From an optimization exercise on the open Yosys and OpenROAD flow, aimed at a short achievable clock period and few clock cycles; shortcuts taken in it are not production practice.
Function was checked by simulation only, so behaviour that the tests miss may differ from the original.
The clock port is modelled as an ideal driver; clocking choices that lean on that would not hold on a real chip.
No activity file was given, so power comes from the tool's default toggle rates.

==> 09-06 <==
// cpu
module cpu (
    input  logic                       clk,
    input  logic                       rst_n,
    output logic [cpu_pkg::data_w-1:0] imem_addr,
    input  logic [cpu_pkg::data_w-1:0] imem_data,
    output logic                       hlt,
    output logic                       wb_en,
    output logic [cpu_pkg::reg_w-1:0]  wb_reg,
    output logic [cpu_pkg::data_w-1:0] wb_data
);
Settings: LEC_CHECK=0, ABC_CLOCK_PERIOD_IN_PS=1000, CAP_MARGIN=20, CORE_MARGIN=2, CORE_UTILIZATION=45, PLACE_DENSITY=0.6, SLEW_MARGIN=20, SYNTH_MEMORY_MAX_BITS=8192; clock period 8.0 ns.
standard.sh (not shown) runs the stock make flow with config.mk's settings and CLKGATE_MAP_FILE= SYNTH_SCRIPT=/design/flow/synth_recipe.tcl, a recipe that flattens the netlist after the stock synthesis.
==> flow/flow/run.sh <==
#!/bin/bash
# The standard layout, step by step. The setup repair aims past the clock
# period (SETUP_SLACK_MARGIN) only from clock tree synthesis on, where the
# nets are buffered and placed; before that the repair would chase the
# unbuffered fanout of the synthesized netlist. Ports are buffered with
# buf_4 rather than the smallest buffer. Each step's output goes to a log
# of its own here.
set -euo pipefail
MARGIN=4.8
TNS=100
bash standard.sh synth > log_1_synth.txt 2>&1
SETUP_SLACK_MARGIN=0 TNS_END_PERCENT=0 bash standard.sh floorplan > log_2_floorplan.txt 2>&1
BUFFER_PORTS_ARGS="-buffer_cell sky130_fd_sc_hd__buf_4" bash standard.sh place > log_3_place.txt 2>&1
SETUP_SLACK_MARGIN=$MARGIN TNS_END_PERCENT=$TNS bash standard.sh cts > log_4_cts.txt 2>&1
SETUP_SLACK_MARGIN=$MARGIN TNS_END_PERCENT=$TNS bash standard.sh route > log_5_route.txt 2>&1
bash standard.sh finish > log_6_finish.txt 2>&1
==> 10-11: changes against 09-06 <==
--- a/flow/design.v
+++ b/flow/design.v
@@ -69,16 +69,16 @@
     output logic [10:0]                s2_op,
     output logic                       s2_wr,
     output logic [cpu_pkg::reg_w-1:0]  s2_rd,
     output logic [cpu_pkg::data_w-1:0] s2_a,
     output logic [cpu_pkg::data_w-1:0] s2_b,
-    output logic [cpu_pkg::data_w-1:0] s2_bx,
     output logic                       s2_fwd_a,
     output logic                       s2_fwd_b,
     output logic [7:0]                 s2_imm,
     output logic [cpu_pkg::data_w-1:0] s2_zmask,
-    output logic [15:0]                s2_lo,
+    output logic [3:0]                 s2_lo_p0,
+    output logic [3:0]                 s2_lo_p1,
     output logic [15:0]                s2_hi_dec,
     output logic                       s2_hi_up,
     output logic                       s2_hi_dn,
     input  logic                       wb_en,
     input  logic [cpu_pkg::reg_w-1:0]  wb_reg,
@@ -117,42 +117,42 @@
     logic [9:0]        lo_tgt;
     localparam int bt_n = 4;
     logic              bt_v    [bt_n];
     logic [14:0]       bt_tag  [bt_n];
     logic              bt_pred [bt_n];
-    logic [2:0]        bt_cond [bt_n];
-    logic              bt_nv   [bt_n];
+    logic              bt_eq   [bt_n];
+    logic              bt_al   [bt_n];
     logic [14:0]       bt_tgt  [bt_n];
     logic [14:0]       bt_fall [bt_n];
     logic [1:0]        bt_ptr;
     logic [bt_n-1:0]   bt_hit;
-    logic              seq_prev;
-    logic              nv_prev;
+    logic [bt_n-1:0]   bt_free;
     logic              bt_put;
-    logic [14:0]       pc_prev;
+    logic [14:0]       dec_w;
     logic              hit_pred;
-    logic [2:0]        hit_cond;
-    logic              hit_nv;
-    logic              fold_ok;
+    logic              hit_eq;
+    logic              hit_al;
     logic [14:0]       hit_tgt;
     logic [14:0]       hit_fall;
     logic [1:0]        hit_idx;
     logic              fold;
     logic              kill;
     logic              fd_pend;
     logic              fd_pred;
-    logic [2:0]        fd_cond;
+    logic              fd_eq;
+    logic              fd_al;
     logic [14:0]       fd_alt;
     logic [1:0]        fd_idx;
     logic              fd_taken;
     logic [15:0]       pc_seq;
     logic [15:0]       pc_br;
     logic [15:0]       pc_next;
     logic [data_w-1:0] zmask;
     logic [4:0]        lo_sum;
     logic [15:0]       hi_dec;
-    logic [15:0]       lo_dec;
+    logic [3:0]        lo_p0;
+    logic [3:0]        lo_p1;
     assign op = imem_data[15:12];
     assign rd = imem_data[11:8];
     assign rs = imem_data[7:4];
     assign rt = imem_data[3:0];
     assign imem_addr = pc;
@@ -189,12 +189,14 @@
     end
     always_comb begin
         lo_sum = {1'b0, rs_val[4:1]} + {1'b0, rt};
         hi_dec = '0;
         hi_dec[rs_val[8:5]] = 1'b1;
-        lo_dec = '0;
-        lo_dec[lo_sum[3:0]] = 1'b1;
+        lo_p0 = '0;
+        lo_p1 = '0;
+        lo_p0[lo_sum[1:0]] = 1'b1;
+        lo_p1[lo_sum[3:2]] = 1'b1;
     end
     assign s2_nv    = (s2_op[1:0] != '0);
     assign needs_nv = (imem_data[11:9] != cpu_pkg::cond_ne)
                    && (imem_data[11:9] != cpu_pkg::cond_eq)
                    && (imem_data[11:9] != cpu_pkg::cond_un);
@@ -220,116 +222,109 @@
         .cin (1'b1),
         .s   (inc_w),
         .c   ()
     );
     cpu_add #(.W(6)) u_hi_up (
-        .a   (pc[15:10]),
+        .a   (inc_w[14:9]),
         .b   (6'd1),
         .cin (1'b0),
         .s   (hi_up),
         .c   ()
     );
     cpu_add #(.W(6)) u_hi_dn (
-        .a   (pc[15:10]),
+        .a   (inc_w[14:9]),
         .b   (6'h3f),
         .cin (1'b0),
         .s   (hi_dn),
         .c   ()
     );
-    assign lo_tgt = {1'b0, pc[9:1]} + {1'b0, imem_data[8:0]} + 10'd1;
+    assign lo_tgt = {1'b0, inc_w[8:0]} + {1'b0, imem_data[8:0]};
     always_comb begin
         case ({lo_tgt[9], imem_data[8]})
             2'b10:   target_w = {hi_up, lo_tgt[8:0]};
             2'b01:   target_w = {hi_dn, lo_tgt[8:0]};
-            default: target_w = {pc[15:10], lo_tgt[8:0]};
+            default: target_w = {inc_w[14:9], lo_tgt[8:0]};
         endcase
     end
     always_comb begin
-        bt_hit = '0;
+        bt_hit  = '0;
+        bt_free = '0;
         for (int k = 0; k < bt_n; k++) begin
-            bt_hit[k] = bt_v[k] && (bt_tag[k] == pc[15:1]);
+            bt_hit[k]  = bt_v[k] && (bt_tag[k] == pc[15:1]);
+            bt_free[k] = bt_v[k] && (bt_tag[k] == dec_w);
         end
     end
     always_comb begin
         hit_pred = 1'b0;
-        hit_cond = '0;
-        hit_nv   = 1'b0;
+        hit_eq   = 1'b0;
+        hit_al   = 1'b0;
         hit_tgt  = '0;
         hit_fall = '0;
         hit_idx  = '0;
         for (int k = 0; k < bt_n; k++) begin
             if (bt_hit[k]) begin
                 hit_pred = hit_pred | bt_pred[k];
-                hit_cond = hit_cond | bt_cond[k];
-                hit_nv   = hit_nv | bt_nv[k];
+                hit_eq   = hit_eq | bt_eq[k];
+                hit_al   = hit_al | bt_al[k];
                 hit_tgt  = hit_tgt | bt_tgt[k];
                 hit_fall = hit_fall | bt_fall[k];
                 hit_idx  = hit_idx | 2'(k);
             end
         end
     end
-    assign fold_ok = (bt_hit != '0) && (op != cpu_pkg::op_b)
-                  && !(hit_nv && (op1h[1:0] != '0));
-    assign fold    = issue && fold_ok && (op != cpu_pkg::op_hlt);
-    always_comb begin
-        case (fd_cond)
-            cpu_pkg::cond_ne: fd_taken = !z_next;
-            cpu_pkg::cond_eq: fd_taken = z_next;
-            cpu_pkg::cond_gt: fd_taken = !z_next && !flags.n;
-            cpu_pkg::cond_lt: fd_taken = flags.n;
-            cpu_pkg::cond_ge: fd_taken = !flags.n;
-            cpu_pkg::cond_le: fd_taken = z_next || flags.n;
-            cpu_pkg::cond_ov: fd_taken = flags.v;
-            default:          fd_taken = 1'b1;
-        endcase
-    end
+    assign fold = issue && (bt_hit != '0) && (op != cpu_pkg::op_b)
+               && (op != cpu_pkg::op_hlt);
+    assign fd_taken = fd_al || (fd_eq ? z_next : !z_next);
     assign kill     = fd_pend && (fd_taken != fd_pred);
-    assign bt_put = !halted && (op == cpu_pkg::op_b) && seq_prev
-                 && !(needs_nv && nv_prev);
+    assign bt_put = !halted && (op == cpu_pkg::op_b) && !needs_nv;
+    cpu_add #(.W(15)) u_dec (
+        .a   (pc[15:1]),
+        .b   (15'h7fff),
+        .cin (1'b0),
+        .s   (dec_w),
+        .c   ()
+    );
     always_ff @(posedge clk or negedge rst_n) begin
         if (!rst_n) begin
             fd_pend <= 1'b0;
-            seq_prev <= 1'b0;
-            nv_prev  <= 1'b0;
             bt_ptr  <= '0;
             for (int k = 0; k < bt_n; k++) begin
                 bt_v[k] <= 1'b0;
             end
         end else begin
             fd_pend <= fold;
             if (bt_put) begin
-                bt_v[bt_ptr] <= 1'b1;
-                bt_ptr       <= bt_ptr + 2'd1;
+                if (bt_free == '0) begin
+                    bt_v[bt_ptr] <= 1'b1;
+                    bt_ptr       <= bt_ptr + 2'd1;
+                end
             end
-            seq_prev <= issue && !taken && !fold && (op != cpu_pkg::op_b)
-                     && (op != cpu_pkg::op_hlt);
-            nv_prev  <= (op1h[1:0] != '0);
         end
     end
     always_ff @(posedge clk) begin
-        pc_prev <= pc[15:1];
         fd_pred <= hit_pred;
-        fd_cond <= hit_cond;
+        fd_eq   <= hit_eq;
+        fd_al   <= hit_al;
         fd_alt  <= hit_pred ? hit_fall : hit_tgt;
         fd_idx  <= hit_idx;
         for (int k = 0; k < bt_n; k++) begin
-            if (bt_put && bt_ptr == 2'(k)) begin
-                bt_tag[k]  <= pc_prev;
+            if (bt_put && (bt_free == '0 ? (bt_ptr == 2'(k)) : bt_free[k])) begin
+                bt_tag[k]  <= dec_w;
                 bt_pred[k] <= taken;
-                bt_cond[k] <= imem_data[11:9];
-                bt_nv[k]   <= needs_nv;
+                bt_eq[k]   <= (imem_data[11:9] == cpu_pkg::cond_eq);
+                bt_al[k]   <= (imem_data[11:9] == cpu_pkg::cond_un);
                 bt_tgt[k]  <= target_w;
                 bt_fall[k] <= inc_w;
             end else if (kill && fd_idx == 2'(k)) begin
                 bt_pred[k] <= !fd_pred;
             end
         end
     end
     always_comb begin
         if (halted || stall || (op == cpu_pkg::op_hlt)) begin
             pc_seq = pc;
-        end else if (fold_ok) begin
+        end else if ((bt_hit != '0) && (op != cpu_pkg::op_b)) begin
             pc_seq = {hit_pred ? hit_tgt : hit_fall, 1'b0};
         end else begin
             pc_seq = {inc_w, 1'b0};
         end
         pc_br = (!halted && !stall && taken) ? {target_w, 1'b0} : pc_seq;
@@ -358,14 +353,14 @@
     end
     always_ff @(posedge clk) begin
         s2_rd    <= rd;
         s2_a     <= a_is_rd ? rd_val : rs_val;
         s2_b     <= b_is_rd ? rd_val : rt_val;
-        s2_bx    <= op1h[1] ? ~rt_val : rt_val;
         s2_imm   <= imem_data[7:0];
         s2_zmask <= zmask;
-        s2_lo     <= lo_dec;
+        s2_lo_p0  <= lo_p0;
+        s2_lo_p1  <= lo_p1;
         s2_hi_dec <= hi_dec;
         s2_hi_up  <= lo_sum[4] && !rt[3];
         s2_hi_dn  <= !lo_sum[4] && rt[3];
     end
     assign regs[0] = '0;
@@ -421,16 +416,16 @@
     input  logic [10:0]                s2_op,
     input  logic                       s2_wr,
     input  logic [cpu_pkg::reg_w-1:0]  s2_rd,
     input  logic [cpu_pkg::data_w-1:0] s2_a,
     input  logic [cpu_pkg::data_w-1:0] s2_b,
-    input  logic [cpu_pkg::data_w-1:0] s2_bx,
     input  logic                       s2_fwd_a,
     input  logic                       s2_fwd_b,
     input  logic [7:0]                 s2_imm,
     input  logic [cpu_pkg::data_w-1:0] s2_zmask,
-    input  logic [15:0]                s2_lo,
+    input  logic [3:0]                 s2_lo_p0,
+    input  logic [3:0]                 s2_lo_p1,
     input  logic [15:0]                s2_hi_dec,
     input  logic                       s2_hi_up,
     input  logic                       s2_hi_dn,
     output cpu_pkg::flags_t            flags,
     output logic                       z_next,
@@ -442,12 +437,12 @@
     localparam int data_w = cpu_pkg::data_w;
     logic [data_w-1:0] a;
     logic [data_w-1:0] b;
     logic              sub;
     logic [data_w-1:0] sum;
-    logic [data_w-1:0] sum_c [6];
-    logic [data_w:0]   cry_c [6];
+    logic [data_w-1:0] sum_c [4];
+    logic [data_w:0]   cry_c [4];
     logic [data_w:0]   cry;
     logic              ovf;
     logic              neg;
     logic [data_w-1:0] as_res;
     logic [3:0]        sh;
@@ -465,55 +460,38 @@
     assign a = s2_fwd_a ? wb_data : s2_a;
     assign b = s2_fwd_b ? wb_data : s2_b;
     assign sub = s2_op[1];
     cpu_add #(.W(data_w)) u_add_00 (
         .a   (s2_a),
-        .b   (s2_bx),
+        .b   (s2_b ^ {data_w{sub}}),
         .cin (sub),
         .s   (sum_c[0]),
         .c   (cry_c[0])
     );
-    cpu_add #(.W(data_w)) u_add_10 (
-        .a   (wb_data),
-        .b   (s2_bx),
+    cpu_add #(.W(data_w)) u_add_01 (
+        .a   (s2_a),
+        .b   (wb_data ^ {data_w{sub}}),
         .cin (sub),
         .s   (sum_c[1]),
         .c   (cry_c[1])
     );
-    cpu_add #(.W(data_w)) u_add_01a (
-        .a   (s2_a),
-        .b   (wb_data),
-        .cin (1'b0),
+    cpu_add #(.W(data_w)) u_add_10 (
+        .a   (wb_data),
+        .b   (s2_b ^ {data_w{sub}}),
+        .cin (sub),
         .s   (sum_c[2]),
         .c   (cry_c[2])
     );
-    cpu_add #(.W(data_w)) u_add_01s (
-        .a   (s2_a),
-        .b   (~wb_data),
-        .cin (1'b1),
+    cpu_add #(.W(data_w)) u_add_11 (
+        .a   (wb_data),
+        .b   (wb_data ^ {data_w{sub}}),
+        .cin (sub),
         .s   (sum_c[3]),
         .c   (cry_c[3])
     );
-    cpu_add #(.W(data_w)) u_add_11a (
-        .a   (wb_data),
-        .b   (wb_data),
-        .cin (1'b0),
-        .s   (sum_c[4]),
-        .c   (cry_c[4])
-    );
-    assign sum_c[5] = '0;
-    assign cry_c[5] = '1;
-    always_comb begin
-        case ({s2_fwd_a, s2_fwd_b, sub})
-            3'b000, 3'b001: begin sum = sum_c[0]; cry = cry_c[0]; end
-            3'b100, 3'b101: begin sum = sum_c[1]; cry = cry_c[1]; end
-            3'b010:         begin sum = sum_c[2]; cry = cry_c[2]; end
-            3'b011:         begin sum = sum_c[3]; cry = cry_c[3]; end
-            3'b110:         begin sum = sum_c[4]; cry = cry_c[4]; end
-            default:        begin sum = sum_c[5]; cry = cry_c[5]; end
-        endcase
-    end
+    assign sum = sum_c[{s2_fwd_a, s2_fwd_b}];
+    assign cry = cry_c[{s2_fwd_a, s2_fwd_b}];
     assign ovf    = cry[data_w] ^ cry[data_w-1];
     assign neg    = ovf ? a[data_w-1] : sum[data_w-1];
     assign as_res = ovf ? {a[data_w-1], {(data_w-1){!a[data_w-1]}}} : sum;
     assign sh  = s2_imm[3:0];
     assign rot = {a, a} >> sh;
@@ -568,11 +546,13 @@
         .cin (1'b0),
         .s   (st_ea),
         .c   ()
     );
     always_comb begin
-        ld_lo = s2_lo;
+        for (int i = 0; i < 16; i++) begin
+            ld_lo[i] = s2_lo_p0[i%4] && s2_lo_p1[i/4];
+        end
         if (s2_hi_up)      ld_hi = {s2_hi_dec[14:0], s2_hi_dec[15]};
         else if (s2_hi_dn) ld_hi = {s2_hi_dec[0], s2_hi_dec[15:1]};
         else               ld_hi = s2_hi_dec;
     end
     cpu_result u_dmem (
@@ -681,16 +661,16 @@
     logic [10:0]       s2_op;
     logic              s2_wr;
     logic [reg_w-1:0]  s2_rd;
     logic [data_w-1:0] s2_a;
     logic [data_w-1:0] s2_b;
-    logic [data_w-1:0] s2_bx;
     logic              s2_fwd_a;
     logic              s2_fwd_b;
     logic [7:0]        s2_imm;
     logic [data_w-1:0] s2_zmask;
-    logic [15:0]       s2_lo;
+    logic [3:0]        s2_lo_p0;
+    logic [3:0]        s2_lo_p1;
     logic [15:0]       s2_hi_dec;
     logic              s2_hi_up;
     logic              s2_hi_dn;
     cpu_pkg::flags_t   flags;
     logic              z_next;
@@ -705,16 +685,16 @@
         .s2_op      (s2_op),
         .s2_wr      (s2_wr),
         .s2_rd      (s2_rd),
         .s2_a       (s2_a),
         .s2_b       (s2_b),
-        .s2_bx      (s2_bx),
         .s2_fwd_a   (s2_fwd_a),
         .s2_fwd_b   (s2_fwd_b),
         .s2_imm     (s2_imm),
         .s2_zmask   (s2_zmask),
-        .s2_lo      (s2_lo),
+        .s2_lo_p0   (s2_lo_p0),
+        .s2_lo_p1   (s2_lo_p1),
         .s2_hi_dec  (s2_hi_dec),
         .s2_hi_up   (s2_hi_up),
         .s2_hi_dn   (s2_hi_dn),
         .wb_en      (wb_en),
         .wb_reg     (wb_reg),
@@ -727,16 +707,16 @@
         .s2_op      (s2_op),
         .s2_wr      (s2_wr),
         .s2_rd      (s2_rd),
         .s2_a       (s2_a),
         .s2_b       (s2_b),
-        .s2_bx      (s2_bx),
         .s2_fwd_a   (s2_fwd_a),
         .s2_fwd_b   (s2_fwd_b),
         .s2_imm     (s2_imm),
         .s2_zmask   (s2_zmask),
-        .s2_lo      (s2_lo),
+        .s2_lo_p0   (s2_lo_p0),
+        .s2_lo_p1   (s2_lo_p1),
         .s2_hi_dec  (s2_hi_dec),
         .s2_hi_up   (s2_hi_up),
         .s2_hi_dn   (s2_hi_dn),
         .flags      (flags),
         .z_next     (z_next),
==> run notes <==
	10-11	09-06
Pwr Density	286 nW/um2	236 nW/um2
Outcome	timing/DRC/antenna clean	timing/DRC/antenna clean
Max VDD drop	0.256 mV	0.233 mV
Area of the die	418,000 um2	419,000 um2
Global routing met1 resource utilization	45.5%	45.6%
Critical-path maximum fanout	7	8
Share of the yosys chip area belonging to registers	74.6%	75.2%
Total global-route track usage	35.5%	34.5%
Antenna diode instance count	37	21
Clock period minus final worst setup slack	4630 ps	3870 ps
Pin count of the biggest net entering global routing	226	209
Met2 Resource Use GR	53.1%	51.3%
Worst path slowest cell	sky130_fd_sc_hd__a222oi_1	sky130_fd_sc_hd__fa_2
Crit path depth	14	15
Via count	131k	127k
Multi-Input Combinational	5,955	6,006
Testbench counts of 09-06, summed over its fixed seeds: cycles 52,135.
Testbench counts of 10-11, summed over its fixed seeds: cycles 52,744.

-- afterwards: timing with drivers on the ports --
In the flow no input, the clock included, has a driving cell. The finished layouts below were timed again as built, in two steps.
Step 1: set_driving_cell puts a clkbuf_16 on clk and a buf_2 on each other input, an assumption about the parent block.
Step 2 times the ports against the registers' clock, not the clock port: input delays grow and output delays shrink by t, the midpoint of the rising clock arrivals with the driver on.
a / b / c = no drivers / after step 1 / after step 2; a / b = the first two.
run | t, ns | setup WS [ns] | hold WS [ns] | worst data-port slew with drivers (ns) | cell pins on the clock port's net
09-06 | 1.135 | 4.130 / 4.123 / 2.988 | 0.359 / 0.359 / 0.359 | 0.22 | 1
10-11 | 1.149 | 3.370 / 3.370 / 3.129 | 0.358 / 0.358 / 0.358 | 0.22 | 1
After both steps every run listed still meets setup and hold. For 09-06, which loses most, drivers alone change the setup slack by -0.007 ns; drivers and shift together by -1.142 ns.
